This is an optimization exercise on Yosys and OpenROAD, whose aim is small area, a short achievable clock period and few clock cycles, not a production implementation. Function was checked by simulation only, so behaviour that the tests miss may differ from the original. Power and IR drop assume default switching activity.

## flow/run.sh

```bash
#!/bin/bash
# synth_recipe.tcl (not shown) runs the flow's synth.tcl, then flattens the netlist and writes it again
# the make line also repeats each setting of config.mk as NAME=value (left out here)
make -C /OpenROAD-flow-scripts/flow DESIGN_CONFIG=/design/flow/config.mk WORK_HOME=/design/flow/orfs CLKGATE_MAP_FILE= SYNTH_SCRIPT=/design/flow/synth_recipe.tcl finish
```

## flow/config.mk

```make
export PLATFORM = sky130hd
export DESIGN_NAME = priority_bitmap_task_scheduler
export DESIGN_NICKNAME = priority_bitmap_task_scheduler
export VERILOG_FILES = /design/flow/design.v
export SDC_FILE = /design/flow/constraint.sdc
export NUM_CORES = 4
export LEC_CHECK = 0
export CAP_MARGIN = 20
export CORE_MARGIN = 2
export CORE_UTILIZATION = 40
export SLEW_MARGIN = 20
```

## flow/constraint.sdc

```tcl
create_clock -name core_clock -period 8.0 [get_ports {clk}]
set_input_delay 1.6000 -clock core_clock [delete_from_list [all_inputs] [get_ports {clk}]]
set_output_delay 1.6000 -clock core_clock [all_outputs]
set_load 0.01 [all_outputs]
```

## flow/design.v

```verilog
`timescale 1ns / 1ps
package pbts_pkg;
	localparam int ID_W    = 6;
	localparam int PRIO_W  = 6;
	localparam int AGE_W   = 6;
	localparam int DLY_W   = 32;
	localparam int SLICE_W = 8;
	localparam int LOCK_W  = 8;
	localparam logic [SLICE_W-1:0] SLICE_RESET = 8'd10;
	localparam logic [LOCK_W-1:0]  LOCK_MAX    = 8'd255;
	typedef enum logic [2:0] {
		FN_CREATE  = 3'd0,
		FN_TICK    = 3'd1,
		FN_DELAY   = 3'd2,
		FN_SUSPEND = 3'd3,
		FN_RESUME  = 3'd4,
		FN_LOCK    = 3'd5,
		FN_UNLOCK  = 3'd6,
		FN_NOP     = 3'd7
	} func_t;
	typedef enum logic [1:0] {
		ST_OK        = 2'd0,
		ST_LOCKED    = 2'd1,
		ST_NONE_RDY  = 2'd2,
		ST_NO_SCHED  = 2'd3
	} status_t;
	typedef enum logic [2:0] {
		CMD_NONE    = 3'd0,
		CMD_CREATE  = 3'd1,
		CMD_SWEEP   = 3'd2,
		CMD_ROT     = 3'd3,
		CMD_DELAY   = 3'd4,
		CMD_SUSPEND = 3'd5,
		CMD_RESUME  = 3'd6
	} cmd_kind_t;
	typedef struct packed {
		cmd_kind_t            kind;
		logic [ID_W-1:0]      id;
		logic [PRIO_W-1:0]    prio;
		logic [DLY_W-1:0]     dly;
		logic [SLICE_W-1:0]   slice_len;
	} cmd_t;
	typedef struct packed {
		logic                 found;
		logic [PRIO_W-1:0]    prio;
		logic [AGE_W-1:0]     age;
		logic [ID_W-1:0]      id;
	} tok_t;
	typedef struct packed {
		logic                 enq;
		logic                 deq;
		logic                 hit;
		logic [AGE_W-1:0]     age;
	} cell_stat_t;
endpackage
`timescale 1ns / 1ps
module pbts_cell #(
	parameter int CELL_ID    = 0,
	parameter int PRIO_BITS  = 5,
	parameter int AGE_BITS   = 4,
	parameter int DELAY_BITS = 16
) (
	input  logic                  clk,
	input  logic                  arst_n,
	input  pbts_pkg::cmd_t        cmd,
	input  logic                  sweep_in,
	output logic                  sweep_q,
	input  logic                  bump,
	input  logic                  deq_any,
	input  logic [AGE_BITS-1:0]   deq_age,
	input  pbts_pkg::tok_t        tok_in,
	output pbts_pkg::tok_t        tok_q,
	output pbts_pkg::cell_stat_t  stat
);
	logic                          created_q, delayed_q, susp_q;
	logic [PRIO_BITS-1:0]          prio_q;
	logic [DELAY_BITS-1:0]         delay_q;
	logic [pbts_pkg::SLICE_W-1:0]  slice_q;
	logic [AGE_BITS-1:0]           age_q;
	logic                          n_created, n_delayed, n_susp;
	logic [PRIO_BITS-1:0]          n_prio;
	logic [DELAY_BITS-1:0]         n_delay;
	logic [pbts_pkg::SLICE_W-1:0]  n_slice;
	logic [AGE_BITS-1:0]           n_age;
	logic                          enq, deq, hit_eff, dec;
	logic                          rdy, hit, better;
	assign rdy = created_q & ~delayed_q & ~susp_q;
	assign hit = (cmd.id == pbts_pkg::ID_W'(CELL_ID));
	assign dec = deq_any && (age_q > deq_age);
	always_comb begin
		n_created = created_q;
		n_delayed = delayed_q;
		n_susp    = susp_q;
		n_prio    = prio_q;
		n_delay   = delay_q;
		n_slice   = slice_q;
		enq       = 1'b0;
		deq       = 1'b0;
		hit_eff   = 1'b0;
		unique case (cmd.kind)
			pbts_pkg::CMD_CREATE: begin
				if (hit && !created_q) begin
					n_created = 1'b1;
					n_delayed = 1'b0;
					n_susp    = 1'b0;
					n_delay   = '0;
					n_prio    = cmd.prio[PRIO_BITS-1:0];
					n_slice   = cmd.slice_len;
					enq       = 1'b1;
				end
			end
			pbts_pkg::CMD_SWEEP: begin
				if (sweep_in && created_q && delayed_q && !susp_q) begin
					if (delay_q != '0) begin
						n_delay = delay_q - 1'b1;
					end else begin
						n_delayed = 1'b0;
						enq       = 1'b1;
					end
				end
			end
			pbts_pkg::CMD_ROT: begin
				if (hit) begin
					if (slice_q <= 8'd1) begin
						n_slice = cmd.slice_len;
						if (rdy) begin
							deq = 1'b1;
							enq = 1'b1;
						end
					end else begin
						n_slice = slice_q - 1'b1;
					end
				end
			end
			pbts_pkg::CMD_DELAY: begin
				if (hit) begin
					deq       = rdy;
					n_delay   = cmd.dly[DELAY_BITS-1:0];
					n_delayed = 1'b1;
				end
			end
			pbts_pkg::CMD_SUSPEND: begin
				if (hit && created_q && !susp_q) begin
					hit_eff = 1'b1;
					deq     = rdy;
					n_susp  = 1'b1;
				end
			end
			pbts_pkg::CMD_RESUME: begin
				if (hit && created_q && susp_q) begin
					n_susp = 1'b0;
					enq    = !delayed_q;
				end
			end
			default: begin
			end
		endcase
		if (enq) begin
			n_age = '0;
		end else if (rdy && !deq) begin
			n_age = age_q + AGE_BITS'(bump) - AGE_BITS'(dec);
		end else begin
			n_age = age_q;
		end
	end
	assign stat.enq = enq;
	assign stat.deq = deq;
	assign stat.hit = hit_eff;
	assign stat.age = pbts_pkg::AGE_W'(age_q);
	assign better = rdy && (!tok_in.found ||
		(pbts_pkg::PRIO_W'(prio_q) < tok_in.prio) ||
		((pbts_pkg::PRIO_W'(prio_q) == tok_in.prio) &&
		 (pbts_pkg::AGE_W'(age_q) > tok_in.age)));
	always_ff @(posedge clk or negedge arst_n) begin
		if (!arst_n) begin
			created_q <= 1'b0;
			delayed_q <= 1'b0;
			susp_q    <= 1'b0;
			sweep_q   <= 1'b0;
			tok_q     <= '0;
		end else begin
			created_q <= n_created;
			delayed_q <= n_delayed;
			susp_q    <= n_susp;
			sweep_q   <= sweep_in;
			if (better) begin
				tok_q.found <= 1'b1;
				tok_q.prio  <= pbts_pkg::PRIO_W'(prio_q);
				tok_q.age   <= pbts_pkg::AGE_W'(age_q);
				tok_q.id    <= pbts_pkg::ID_W'(CELL_ID);
			end else begin
				tok_q <= tok_in;
			end
		end
	end
	always_ff @(posedge clk) begin
		prio_q  <= n_prio;
		delay_q <= n_delay;
		slice_q <= n_slice;
		age_q   <= n_age;
	end
endmodule
`timescale 1ns / 1ps
module priority_bitmap_task_scheduler #(
	parameter int NUM_TASKS  = 16,
	parameter int NUM_PRIO   = 32,
	parameter int DELAY_BITS = 16
) (
	input  logic                            clk,
	input  logic                            arst_n,
	input  logic                            req_valid,
	output logic                            req_ready,
	input  logic [2:0]                      req_func,
	input  logic [3:0]                      req_task_id,
	input  logic [4:0]                      req_priority,
	input  logic [15:0]                     req_delay_ticks,
	output logic                            rsp_valid,
	input  logic                            rsp_ready,
	output logic [3:0]                      rsp_next_task,
	output logic                            rsp_switch_request,
	output logic [3:0]                      rsp_current_task,
	output logic [1:0]                      rsp_status,
	input  logic                            cfg_wr_en,
	input  logic [pbts_pkg::SLICE_W-1:0]    cfg_wr_data
);
	localparam int TW = $clog2(NUM_TASKS);
	localparam int PW = $clog2(NUM_PRIO);
	localparam logic [32:0] DLY_MAX = 33'((64'(1) << DELAY_BITS) - 64'(1));
	typedef enum logic [2:0] {
		S_IDLE, S_EXEC, S_SWEEP, S_ROT, S_SEARCH, S_PICK, S_WAIT
	} state_t;
	state_t                           state_q;
	logic [TW-1:0]                    cnt_q;
	logic [2:0]                       fn_q;
	logic [pbts_pkg::ID_W-1:0]        id_q;
	logic                             id_ok_q;
	logic [PW-1:0]                    prio_q;
	logic [DELAY_BITS-1:0]            dly_q;
	logic [pbts_pkg::SLICE_W-1:0]     slice_len_q;
	logic [pbts_pkg::LOCK_W-1:0]      lock_q;
	logic [TW-1:0]                    running_q;
	logic                             running_valid_q;
	logic [3:0]                       nx_q, cur_q;
	logic                             sw_q;
	pbts_pkg::status_t                status_q;
	pbts_pkg::cmd_t                   cmd;
	localparam int TOKW = 1 + pbts_pkg::PRIO_W + pbts_pkg::AGE_W + pbts_pkg::ID_W;
	logic [NUM_TASKS*TOKW-1:0]        tok_flat;
	logic [NUM_TASKS-1:0]             deq_vec;
	logic [NUM_TASKS-1:0]             hit_vec;
	logic [NUM_TASKS*pbts_pkg::AGE_W-1:0] age_flat;
	logic [NUM_TASKS-1:0]             sweep_vec;
	logic [NUM_TASKS-1:0]             enq_vec;
	logic                             bump, deq_any, hit_any;
	logic [TW-1:0]                    deq_age;
	logic [pbts_pkg::AGE_W-1:0]       deq_age_w;
	logic                             sweep_start;
	logic                             sched_exec;
	pbts_pkg::tok_t                   best;
	logic [32:0]                      dly_in;
	assign dly_in = 33'(req_delay_ticks);
	assign best   = tok_flat[(NUM_TASKS-1)*TOKW +: TOKW];
	always_ff @(posedge clk or negedge arst_n) begin
		if (!arst_n) begin
			slice_len_q <= pbts_pkg::SLICE_RESET;
		end else if (cfg_wr_en) begin
			slice_len_q <= cfg_wr_data;
		end
	end
	always_comb begin
		cmd           = '0;
		cmd.kind      = pbts_pkg::CMD_NONE;
		cmd.id        = id_q;
		cmd.prio      = pbts_pkg::PRIO_W'(prio_q);
		cmd.dly       = pbts_pkg::DLY_W'(dly_q);
		cmd.slice_len = slice_len_q;
		unique case (state_q)
			S_EXEC: begin
				unique case (fn_q)
					pbts_pkg::FN_CREATE:  if (id_ok_q) cmd.kind = pbts_pkg::CMD_CREATE;
					pbts_pkg::FN_SUSPEND: if (id_ok_q) cmd.kind = pbts_pkg::CMD_SUSPEND;
					pbts_pkg::FN_RESUME:  if (id_ok_q) cmd.kind = pbts_pkg::CMD_RESUME;
					pbts_pkg::FN_DELAY: begin
						if (running_valid_q) begin
							cmd.kind = pbts_pkg::CMD_DELAY;
							cmd.id   = pbts_pkg::ID_W'(running_q);
						end
					end
					default: begin
					end
				endcase
			end
			S_SWEEP: cmd.kind = pbts_pkg::CMD_SWEEP;
			S_ROT: begin
				if (running_valid_q) begin
					cmd.kind = pbts_pkg::CMD_ROT;
					cmd.id   = pbts_pkg::ID_W'(running_q);
				end
			end
			default: begin
			end
		endcase
	end
	assign sweep_start = (state_q == S_SWEEP) && (cnt_q == '0);
	for (genvar i = 0; i < NUM_TASKS; i++) begin : g_cell
		pbts_pkg::tok_t       tok_prev;
		pbts_pkg::tok_t       tok_here;
		pbts_pkg::cell_stat_t stat;
		logic                 sweep_prev;
		if (i == 0) begin : g_first
			assign tok_prev   = '0;
			assign sweep_prev = sweep_start;
		end else begin : g_next
			assign tok_prev   = tok_flat[(i-1)*TOKW +: TOKW];
			assign sweep_prev = sweep_vec[i-1];
		end
		pbts_cell #(
			.CELL_ID    (i),
			.PRIO_BITS  (PW),
			.AGE_BITS   (TW),
			.DELAY_BITS (DELAY_BITS)
		) u_cell (
			.clk      (clk),
			.arst_n   (arst_n),
			.cmd      (cmd),
			.sweep_in (sweep_prev),
			.sweep_q  (sweep_vec[i]),
			.bump     (bump),
			.deq_any  (deq_any),
			.deq_age  (deq_age),
			.tok_in   (tok_prev),
			.tok_q    (tok_here),
			.stat     (stat)
		);
		assign tok_flat[i*TOKW +: TOKW] = tok_here;
		assign enq_vec[i] = stat.enq;
		assign deq_vec[i] = stat.deq;
		assign hit_vec[i] = stat.hit;
		assign age_flat[i*pbts_pkg::AGE_W +: pbts_pkg::AGE_W] = stat.age;
	end
	always_comb begin
		deq_any   = 1'b0;
		hit_any   = 1'b0;
		deq_age_w = '0;
		for (int i = 0; i < NUM_TASKS; i++) begin
			deq_any   = deq_any | deq_vec[i];
			hit_any   = hit_any | hit_vec[i];
			deq_age_w = deq_age_w | (age_flat[i*pbts_pkg::AGE_W +: pbts_pkg::AGE_W] &
				{pbts_pkg::AGE_W{deq_vec[i]}});
		end
	end
	assign bump    = |enq_vec;
	assign deq_age = deq_age_w[TW-1:0];
	assign sched_exec = (fn_q == pbts_pkg::FN_DELAY) ||
		((fn_q == pbts_pkg::FN_SUSPEND) && hit_any && running_valid_q &&
		 (pbts_pkg::ID_W'(running_q) == id_q));
	assign req_ready          = (state_q == S_IDLE);
	assign rsp_valid          = (state_q == S_WAIT);
	assign rsp_next_task      = nx_q;
	assign rsp_switch_request = sw_q;
	assign rsp_current_task   = cur_q;
	assign rsp_status         = status_q;
	always_ff @(posedge clk or negedge arst_n) begin
		if (!arst_n) begin
			state_q         <= S_IDLE;
			cnt_q           <= '0;
			fn_q            <= pbts_pkg::FN_NOP;
			id_q            <= '0;
			id_ok_q         <= 1'b0;
			prio_q          <= '0;
			dly_q           <= '0;
			lock_q          <= '0;
			running_q       <= '0;
			running_valid_q <= 1'b0;
			nx_q            <= '0;
			cur_q           <= '0;
			sw_q            <= 1'b0;
			status_q        <= pbts_pkg::ST_NO_SCHED;
		end else begin
			unique case (state_q)
				S_IDLE: begin
					if (req_valid) begin
						fn_q     <= req_func;
						id_q     <= pbts_pkg::ID_W'(req_task_id);
						id_ok_q  <= (32'(req_task_id) < NUM_TASKS);
						prio_q   <= (32'(req_priority) >= NUM_PRIO) ?
							PW'(NUM_PRIO - 1) : PW'(req_priority);
						dly_q    <= (dly_in > DLY_MAX) ? DELAY_BITS'(DLY_MAX) :
							DELAY_BITS'(dly_in);
						cnt_q    <= '0;
						nx_q     <= '0;
						sw_q     <= 1'b0;
						cur_q    <= 4'(running_q);
						status_q <= pbts_pkg::ST_NO_SCHED;
						unique case (req_func)
							pbts_pkg::FN_TICK: state_q <= S_SWEEP;
							pbts_pkg::FN_CREATE, pbts_pkg::FN_DELAY,
							pbts_pkg::FN_SUSPEND, pbts_pkg::FN_RESUME: state_q <= S_EXEC;
							pbts_pkg::FN_LOCK: begin
								if (lock_q != pbts_pkg::LOCK_MAX) lock_q <= lock_q + 1'b1;
								state_q <= S_WAIT;
							end
							pbts_pkg::FN_UNLOCK: begin
								if (lock_q != '0) lock_q <= lock_q - 1'b1;
								state_q <= S_WAIT;
							end
							default: state_q <= S_WAIT;
						endcase
					end
				end
				S_EXEC: begin
					if (!sched_exec) begin
						state_q <= S_WAIT;
					end else if (lock_q != '0) begin
						status_q <= pbts_pkg::ST_LOCKED;
						state_q  <= S_WAIT;
					end else begin
						cnt_q   <= '0;
						state_q <= S_SEARCH;
					end
				end
				S_SWEEP: begin
					cnt_q <= cnt_q + 1'b1;
					if (cnt_q == TW'(NUM_TASKS - 1)) state_q <= S_ROT;
				end
				S_ROT: begin
					cnt_q <= '0;
					if (lock_q != '0) begin
						status_q <= pbts_pkg::ST_LOCKED;
						state_q  <= S_WAIT;
					end else begin
						state_q <= S_SEARCH;
					end
				end
				S_SEARCH: begin
					cnt_q <= cnt_q + 1'b1;
					if (cnt_q == TW'(NUM_TASKS - 1)) state_q <= S_PICK;
				end
				S_PICK: begin
					if (!best.found) begin
						status_q <= pbts_pkg::ST_NONE_RDY;
					end else begin
						status_q        <= pbts_pkg::ST_OK;
						nx_q            <= 4'(best.id);
						sw_q            <= !running_valid_q ||
							(best.id != pbts_pkg::ID_W'(running_q));
						running_q       <= TW'(best.id);
						running_valid_q <= 1'b1;
						cur_q           <= 4'(best.id);
					end
					state_q <= S_WAIT;
				end
				S_WAIT: begin
					if (rsp_ready) state_q <= S_IDLE;
				end
				default: state_q <= S_IDLE;
			endcase
		end
	end
endmodule
```

==> notes.md <==
crit end category = register
clock-pin slew on the worst setup and hold paths = 0.06 ns
Slowest cell on crit path = a211oi_1
Skew-Pair Late Insertion Delay = 0.72 ns
ranking of synthesized cells by area = edfxtp_1, dfrtp_1, ha_1
GRT Util Overall = 0.214
Commonest cells post-synth = o21ai_0, nand2_1, edfxtp_1, dfrtp_1, inv_1
total negative slack = 0 ns
Hold EP = g_cell[14].u_cell.sweep_q$_DFF_PN0_
Largest stage delay, worst path = 0.85 ns
Die X = 352 um
met2 Track Usage GR = 0.347
Post-Syn Instances = 4790
final wirelength = 135000 um
R2R Path Start = state_q[0]$_DFFE_PN0P_
Mapped Area = 48500 sq um
CTS tree = built
Setup CP Type = register to register
CTS H-tree depth = 3
Post-CTS Setup Inserts = 0
Max-Cap Viols = 0
syn_nets = 5151
antenna violation net count after detailed routing = 0
Setup Skew = 0.0483 ns
leading area contributor after synthesis = edfxtp_1
Die Y = 352 um
Arr. time, crit path = 7.35 ns
Layout area overhead = 12.1%
critical-path cell list = and3b_1, o21ai_1, o22a_1, a211oi_1, a22oi_1, and4_1, nand3_1, ha_1, nor2b_1, o21ai_0, a2111oi_0, nor3_1, a211oi_2, ha_1, inv_1, ha_1, a21o_1, a21oi_1, xnor2_1, nand2_1, xor2_1, nor2_1
final RePlAce weighted congestion = 0.935
Leak = 21.0 nW
top cell type's share of synthesized area = 0.287
Pwr Density = 253 nW/um^2
Sink Count = 859
Yosys Warn Count = 17
antenna violations before repair = 2
sequential area share after synthesis = 0.485
io pins = 54
Core Region = 120000 sq um
TritonRoute pass-1 iters = 6
Initial Util = 0.404
number of global-route vias before repair = 35400
post_cts resized = 0
total grt overflow = 0
fin area = 54300 sq um
die area = 124000 sq um
Slew Viols, Final = 0
Global Route met3 Usage = 0.0332
reg2reg end = g_cell[5].u_cell.age_q[3]$_SDFFE_PP0P_
Port Buffers = 53
Root Buffer = clkbuf_16
setup violators final = 0
DRC viols = 0
Clock Tree Buf Depth = 3
critical path peak fanout = 25
status = timing/DRC/antenna clean
syn avg cell area = 10.1 sq um
DRT iter0 DRCs = 3254
pin count of the biggest net entering global routing = 173
number of buffers created by CTS = 98
DR WL/cell = 20.6 um
final hold violation count = 0
Total Nets Final = 5196
Final min period = 6.81 ns
R2R depth = 22
RSZ-0062 raised after global routing = false
most frequent cell on the critical path = ha_1
hold path start = g_cell[13].u_cell.sweep_q$_DFF_PN0_
max_slew headroom = 0.196
R2R Setup Slk = 1.19 ns
Rows = 127
Max IR drop VDD = 0.000171 V
first-pass GRT wire length = 209000 um
fill count = 11300
Core Util, Final = 0.452
fraction of layout instances using a drive strength above 1 = 0.0909
global-route met1 utilization = 0.293
Hold Path Class = register to register
top_reg_cell synth = edfxtp_1
CP Launch Type = register
final worst-path cycle share = 0.851
Max Fclk = 147 MHz
FF+latch count, synth = 859
Post-synth EDFFs = 464
Crit path required time = 8.54 ns
most common cell in the netlist = o21ai_0
Synth cell types = 100
total number of vias = 36100
asr flop ratio synth = 0.385
hold path depth = 0
Hold Buf Count CTS = 0
DP HPWL = 93800 um
Top Usage Layer GRT = met2
Tightest Pin Transition = 1.20 ns
DR vias/cell = 5.52
placed instance area = 50900 sq um
[kinds of logic after synthesis]
kind of cell    count (synthesis)  synth area share
compound gates               1070             0.136
xor+xnor                      386            0.0697
fa+ha+maj                     320            0.0852
buf+inv                       509            0.0412
flops                         859             0.485
mux                            97            0.0217
simple gates                 1549             0.161
[worst max path at each step]
stage | start | end | slack, ns | depth (start not counted)
after global routing | fn_q[1]$_DFFE_PN1P_ | g_cell[12].u_cell.age_q[3]$_SDFFE_PP0P_ | 0.76 | 22
after global placement | fn_q[1]$_DFFE_PN1P_ | g_cell[1].u_cell.age_q[3]$_SDFFE_PP0P_ | 1.47 | 22
final | state_q[0]$_DFFE_PN0P_ | g_cell[5].u_cell.age_q[3]$_SDFFE_PP0P_ | 1.19 | 22
after CTS | fn_q[1]$_DFFE_PN1P_ | g_cell[14].u_cell.age_q[3]$_SDFFE_PP0P_ | 1.24 | 21
after floorplan | fn_q[1]$_DFFE_PN1P_ | g_cell[15].u_cell.age_q[3]$_SDFFE_PP0P_ | 2.83 | 22
after detailed placement | fn_q[1]$_DFFE_PN1P_ | g_cell[14].u_cell.age_q[3]$_SDFFE_PP0P_ | 1.27 | 21
[layout by cell type, fill, tap and decap left out, drive strengths merged, types with 78 or more instances in the layout]
| cell | count |
|---|---|
| o21ai | 564 |
| nand2 | 501 |
| edfxtp | 464 |
| inv | 331 |
| dfrtp | 324 |
| nor2 | 309 |
| ha | 303 |
| xnor2 | 260 |
| a21oi | 145 |
| clkbuf | 141 |
| xor2 | 126 |
| nor3 | 115 |
| nor2b | 92 |
| buf | 78 |
[sequential cells by signal, summed over array words and instances, names as in the netlist, 2 cells and up]
name and cells:
g_cell.u_cell.delayed_q 16, g_cell.u_cell.created_q 16, g_cell.u_cell.tok_q 200, g_cell.u_cell.sweep_q 15
prio_q 5, g_cell.u_cell.age_q 64, cur_q 4, nx_q 4
running_q 4, g_cell.u_cell.prio_q 80, fn_q 3, g_cell.u_cell.susp_q 16
slice_len_q 8, lock_q 8, g_cell.u_cell.delay_q 256, status_q 2
id_q 4, cnt_q 4, g_cell.u_cell.slice_q 128, state_q 3
dly_q 16
[through the flow]
step	power (mW)	setup slack (ns)	hold slack, ns	instances
2_1_floorplan	8.06	2.83	0.347	4790
5_1_grt	14.5	0.755	0.380	6532
3_5_place_dp	9.15	1.27	0.366	6346
4_1_cts	13.8	1.24	0.361	6531
3_3_place_gp	9.07	1.47	0.359	6345
6_report	13.7	1.19	0.371	6534
[layout make-up]
class                           count  area, sq um  share of cell area
Clock inverter                     44          593              0.0109
Inverter                          324         1220              0.0224
Sequential cell                   859        23500               0.433
Multi-Input combinational cell   3422        23100               0.425
Tap cell                         1612         2020              0.0371
Clock buffer                      141         2760              0.0507
Antenna cell                        2         5.00           0.0000921
Timing Repair Buffer              130         1170              0.0215
[layer usage]
metal,up-vias,part of all wire
li1,17200,-
met4,2,0.033
met3,242,0.058
met5,-,0.000074
met2,980,0.46
met1,17700,0.45
[worst max-delay path, delay by kind of cell (launching register included)]
family | cells | cell delay [ns]
buffers and inverters | 1 | 0.07
DFF | 1 | 0.80
adders and majority gates | 3 | 0.73
AOI/OAI and AO/OA | 9 | 2.60
xor gates and xnor gates | 2 | 0.32
and+or+nand+nor | 7 | 2.06
[where the power goes]
part | switching, mW | total, mW | internal, mW
Sequential | 0.659 | 6.03 | 5.37
Combinational | 1.73 | 3.06 | 1.33
Clock | 1.94 | 4.66 | 2.72
Testbench counts, summed over its fixed seeds: cycles 106,639.

static timing again, ports no longer ideal:
Ports are ideal in the flow. The routed layout listed here was re-timed in OpenROAD. Step 1 sets driving cells, clkbuf_16 on the clock port and buf_2 on the other inputs (assumed; they add their load-dependent delay and slew). Step 2 also shifts input and output timing later by t, the mid clock arrival at the registers, as if the neighbouring blocks saw the same clock. a / b / c = no drivers / after step 1 / after step 2; a / b = the first two.
shift t [ns]: 0.770
slack for setup (ns): 1.194 / 1.194 / 1.194
worst setup path after step 2: register to register
clock arrival spread, ns: 0.049 / 0.049
slew at the worst register clock pin (ns): 0.07 / 0.07
After both steps this run still meets setup and hold. The setup slack of this run moves by 0.000 ns with the drivers and by 0.000 ns with both steps.
